This is an optimization exercise on Yosys and OpenROAD, whose aim is small area, not a production implementation.
Only simulation tests tie the RTL to the original design; equivalence was not proved.
The flow treats the clock pin as an ideal source, which a real chip does not have.
No activity file was given, so power comes from the tool's default toggle rates.

==> job 7574: inputs <==
// cpuTop
module cpuTop (
  input  logic        clk,
  input  logic        reset,
  input  logic [15:0] instr,
  input  logic [15:0] memRdata,
  output logic [15:0] pc,
  output logic [15:0] memAddr,
  output logic [15:0] memWdata,
  output logic        memWrite,
  output logic        memEn
);
clock: 11.0 ns
lec_check: 0
cap_margin: 20
core_margin: 2
core_utilization: 40
slew_margin: 20
synth_hierarchical: 1
standard.sh (not shown) runs the stock make flow with config.mk's settings and CLKGATE_MAP_FILE= SYNTH_SCRIPT=/design/flow/synth_recipe.tcl, a recipe that flattens the netlist after the stock synthesis.
==> flow/flow/run.sh <==
#!/bin/bash
# Own flow: the standard layout (standard.sh, with its standard
# synthesis unchanged) with three settings passed through ORFS's own
# variables:
#  - port buffers are the smallest buffer, sky130_fd_sc_hd__buf_1 (every
#    input and output port still gets its own buffer);
#  - clock tree synthesis uses clkbuf_4 clusters and adds no dummy loads;
#  - after clock tree synthesis, logic cells with timing to spare are swapped
#    for smaller cells of the same function (flow/downsize.tcl); global
#    routing's repair steps then run as usual.
# make's full output goes to flow.log here; ORFS keeps each step's log under
# orfs/logs/.
set -euo pipefail
export BUFFER_PORTS_ARGS="-buffer_cell sky130_fd_sc_hd__buf_1"
export CTS_ARGS="-sink_clustering_enable -repair_clock_nets -dont_use_dummy_load -buf_list sky130_fd_sc_hd__clkbuf_4 -sink_clustering_size 12 -sink_clustering_max_diameter 40"
export POST_CTS_TCL="$PWD/flow/downsize.tcl"
bash standard.sh > flow.log 2>&1
==> flow/flow/downsize.tcl <==
# Sourced by ORFS at the end of clock tree synthesis (POST_CTS_TCL), before
# the CTS result is written. Global routing's own repair_design and
# repair_timing run later, in their own step, and fix any slew, capacitance
# or timing this leaves.
estimate_parasitics -placement
# Greedy downsizing: swap each logic cell for the smallest cell of the same
# family (same name up to the drive suffix, so the same function and pins)
# when setup slack stays above a margin and no max slew or capacitance
# limit is broken. Clock tree cells and port buffers are left alone.
set ds_margin 0.3e-9
set db [ord::get_db]
set block [ord::get_db_block]
set dont_use {}
if { [info exists ::env(DONT_USE_CELLS)] } { set dont_use $::env(DONT_USE_CELLS) }
array set fam {}
foreach lib [$db getLibs] {
  foreach m [$lib getMasters] {
    set n [$m getName]
    if { [regexp {^(sky130_fd_sc_hd__[a-z0-9]+(?:_[a-z][a-z0-9]*)*)_([0-9]+)$} $n -> base sz] } {
      if { [lsearch -exact $dont_use $n] < 0 } { lappend fam($base) $m }
    }
  }
}
proc ds_area { m } { return [expr { double([$m getWidth]) * [$m getHeight] }] }
proc ds_ok { margin } {
  if { [sta::worst_slack_cmd max] < $margin } { return 0 }
  if { [sta::max_slew_violation_count] > 0 } { return 0 }
  if { [sta::max_capacitance_violation_count] > 0 } { return 0 }
  return 1
}
set saved 0.0
set swaps 0
foreach inst [$block getInsts] {
  set m [$inst getMaster]
  set n [$m getName]
  set iname [$inst getName]
  if { [$inst isFixed] } { continue }
  if { [regexp {clkbuf|clkinv|clkdly|dlygate|tapvpwr|fill|decap|conb|df|dl|sdf|edf} $n] } { continue }
  if { [regexp {^(input|output)[0-9]+$} $iname] } { continue }
  if { ![regexp {^(sky130_fd_sc_hd__[a-z0-9]+(?:_[a-z][a-z0-9]*)*)_([0-9]+)$} $n -> base sz] } { continue }
  if { ![info exists fam($base)] } { continue }
  set cur [ds_area $m]
  set cands {}
  foreach c $fam($base) {
    if { [ds_area $c] < $cur } { lappend cands [list [ds_area $c] $c] }
  }
  foreach pair [lsort -real -index 0 $cands] {
    set c [lindex $pair 1]
    replace_cell $iname [$c getName]
    if { [ds_ok $ds_margin] } {
      set saved [expr { $saved + $cur - [lindex $pair 0] }]
      incr swaps
      break
    }
    replace_cell $iname $n
  }
}
puts "downsize: $swaps cells swapped, [expr {$saved / 1e6}] um2 saved"
detailed_placement
check_placement -verbose
==> job 2702: changes against job 7574 <==
--- a/flow/design.v
+++ b/flow/design.v
@@ -20,17 +20,19 @@
   input  logic acc,
   input  logic b,      
   input  logic bm1,    
   input  logic one,
   input  logic two,
   input  logic neg,
+  input  logic m,      
+  input  logic ld,     
   input  logic c,
   output logic s,
   output logic co
 );
-  wire pp = ((one & b) | (two & bm1)) ^ neg;
+  wire pp = ((one & b) | (two & bm1) | (ld & m)) ^ neg;
   fa1 u_fa (.a(acc), .b(pp), .c(c), .s(s), .co(co));
 endmodule
 module wrDecode (
   input  logic [3:0]  wa,
   input  logic        wen,
   input  logic        clr,
@@ -203,13 +205,16 @@
   logic [1:0] pcDig;
   mux8c u_pc0 (.d({pc[14], pc[12], pc[10], pc[8], pc[6], pc[4], pc[2], pc[0]}), .s(ph), .y(pcDig[0]));
   mux8c u_pc1 (.d({pc[15], pc[13], pc[11], pc[9], pc[7], pc[5], pc[3], pc[1]}), .s(ph), .y(pcDig[1]));
   wire [1:0] immDig = ph[2] ? {2{imm[7]}} : imm[{ph[1:0], 1'b0} +: 2];
   wire usePc = isBc || isJal;
   wire [1:0] aD = usePc ? pcDig : rA;
-  wire [1:0] xRaw = isR ? rB : immDig;
+  wire useImm = op == 4'd1 || op == 4'd2 || op == 4'd3 || op == 4'd5 ||
+                op == 4'd9 || op == 4'd11 || op == 4'd12 || op == 4'd14 ||
+                (isSh && fn[3:2] == 2'b00);
+  wire [1:0] xRaw = useImm ? immDig : rB;
   wire xEn = isBc ? cond : !isJal;
   wire inv = aluOp && isSub;
   wire [1:0] xD = (xRaw & {2{xEn}}) ^ {2{inv}};
   wire cin0 = inv || isJal || (isBc && !cond);
   wire c0 = (ph == 3'd0) ? cin0 : cy;
   wire s0 = aD[0] ^ xD[0] ^ c0;
@@ -247,36 +252,35 @@
           fl <= !c2;
           fn_ <= c2 ^ aD[1] ^ xD[1];
         end
       end
     end
   end
-  wire [1:0]  marIn   = isBc ? {s1, s0} : (isMul ? xRaw : rB);
+  wire [1:0]  marIn   = isBc ? {s1, s0} : xRaw;
   wire [15:0] marNext = {marIn, mar[15:2]};
   always_ff @(posedge clk)
   begin
     if (!r2)
       mar <= marNext;
   end
   wire mulStep = isMul && r2;
   wire ldStep  = isLd && r2 && ph == 3'd0;   
   wire bLow  = pb && ph != 3'd0;
   wire bOne  = mulStep && (rA[0] ^ bLow);
   wire bTwo  = mulStep && ((rA[1] & !rA[0] & !bLow) | (!rA[1] & rA[0] & bLow));
   wire bNeg  = mulStep && rA[1] && !(rA[0] && bLow);
-  wire [15:0] accIn = acc | (ldStep ? memRdata : 16'd0);
   logic [15:0] psum;
   logic [16:0] pc_;    
   assign pc_[0] = bNeg;
   genvar gk;
   for (gk = 0; gk < 16; gk++)
   begin : g_row
-    boothCell u_c (.acc(accIn[gk]), .b(mar[gk]), .bm1(gk == 0 ? 1'b0 : mar[gk == 0 ? 0 : gk - 1]),
+    boothCell u_c (.acc(acc[gk]), .m(memRdata[gk]), .ld(ldStep), .b(mar[gk]), .bm1(gk == 0 ? 1'b0 : mar[gk == 0 ? 0 : gk - 1]),
                    .one(bOne), .two(bTwo), .neg(bNeg), .c(pc_[gk]), .s(psum[gk]), .co(pc_[gk + 1]));
   end
-  wire [4:0] amt   = (fn[3:2] == 2'b00) ? instr[4:0] : mar[4:0];
+  wire [4:0] amt   = mar[4:0];   
   wire       arith = (fn[3:1] == 3'b001) || (fn == 4'b0110);
   wire [2:0] q     = amt[3:1];
   wire       rOdd  = amt[0];
   wire [3:0] j     = {1'b0, q} + {3'd0, rOdd};
   logic       tapE, tapO, tapO8;
   mux8c u_tapE (.d({acc[2], acc[4], acc[6], acc[8], acc[10], acc[12], acc[14], rA[0]}), .s(q), .y(tapE));
@@ -311,19 +315,14 @@
       end
       else if (isScnd)
       begin
         wen = 1'b1;
         wd  = {1'b0, cond && ph == 3'd0};
       end
-      else if (isJal)
-      begin
-        wen = 1'b1;
-        wd  = {s1, s0};
-      end
-      else if (aluOp && !isCmp && !isMul)
-        wen = 1'b1;
+      else if (isJal || (aluOp && !isCmp && !isMul))
+        wen = 1'b1;   
     end
   end
   wire jmp = isBc || isJ || isJal || isJra;
   logic [15:0] pcInc;
   logic [16:0] ic;
   assign ic[0] = done && !jmp;
--- a/flow/flow/downsize.tcl
+++ b/flow/flow/downsize.tcl
@@ -4,13 +4,13 @@
 # or timing this leaves.
 estimate_parasitics -placement
 # Greedy downsizing: swap each logic cell for the smallest cell of the same
 # family (same name up to the drive suffix, so the same function and pins)
 # when setup slack stays above a margin and no max slew or capacitance
 # limit is broken. Clock tree cells and port buffers are left alone.
-set ds_margin 0.3e-9
+set ds_margin 0.05e-9
 set db [ord::get_db]
 set block [ord::get_db_block]
 set dont_use {}
 if { [info exists ::env(DONT_USE_CELLS)] } { set dont_use $::env(DONT_USE_CELLS) }
 array set fam {}
 foreach lib [$db getLibs] {
CORE_UTILIZATION = 65   (was 40)
GPL_TIMING_DRIVEN = 0   (was default)
==> out/qor.csv <==
stage,metric,value,unit
power,seq_power_share,65.6,%
status,status,"complete, no violations",
power,p_clk_share,27.8,%
timing,finalCriticalPeriod,10.51,ns
finish,drive_gt1_share,10.2,%
power,seq_cell_power,1180,uW
timing,fmax,95.1,MHz
floorplan,fp.coreArea,26800,sq um
[end of results for job 7574]
==> out/qor.csv <==
stage,metric,value,unit
power,seq_power_share,67.5,%
timing,fmax,93.5,MHz
floorplan,fp.coreArea,15900,sq um
finish,drive_gt1_share,16.5,%
power,p_clk_share,26.3,%
timing,finalCriticalPeriod,10.70,ns
status,status,"complete, no violations",
[end of results for job 2702]

==> re-timing with driven ports <==
Ports are ideal in the flow. The routed layouts listed here were re-timed in OpenROAD. Step 1, drivers: a clkbuf_16 drives clk and a buf_2 each remaining input, both assumed. Step 2 times the ports against the registers' clock, not the clock port: input delays grow and output delays shrink by t, the midpoint of the rising clock arrivals with the driver on. Three values: ideal ports, drivers, drivers and shift; two values: the first two.
run | t, ns | setup slack, ns | latest minus earliest clock arrival (ns)
job 7574 | 0.652 | 0.489 / 0.510 / -0.142 | 0.130 / 0.131
job 2702 | 0.617 | 0.301 / 0.298 / -0.320 | 0.107 / 0.107
Met with ideal ports but missed after step 2: setup timing in job 7574 and job 2702. The setup slack of job 7574, which loses most, moves by +0.021 ns with the drivers and by -0.631 ns with both steps.
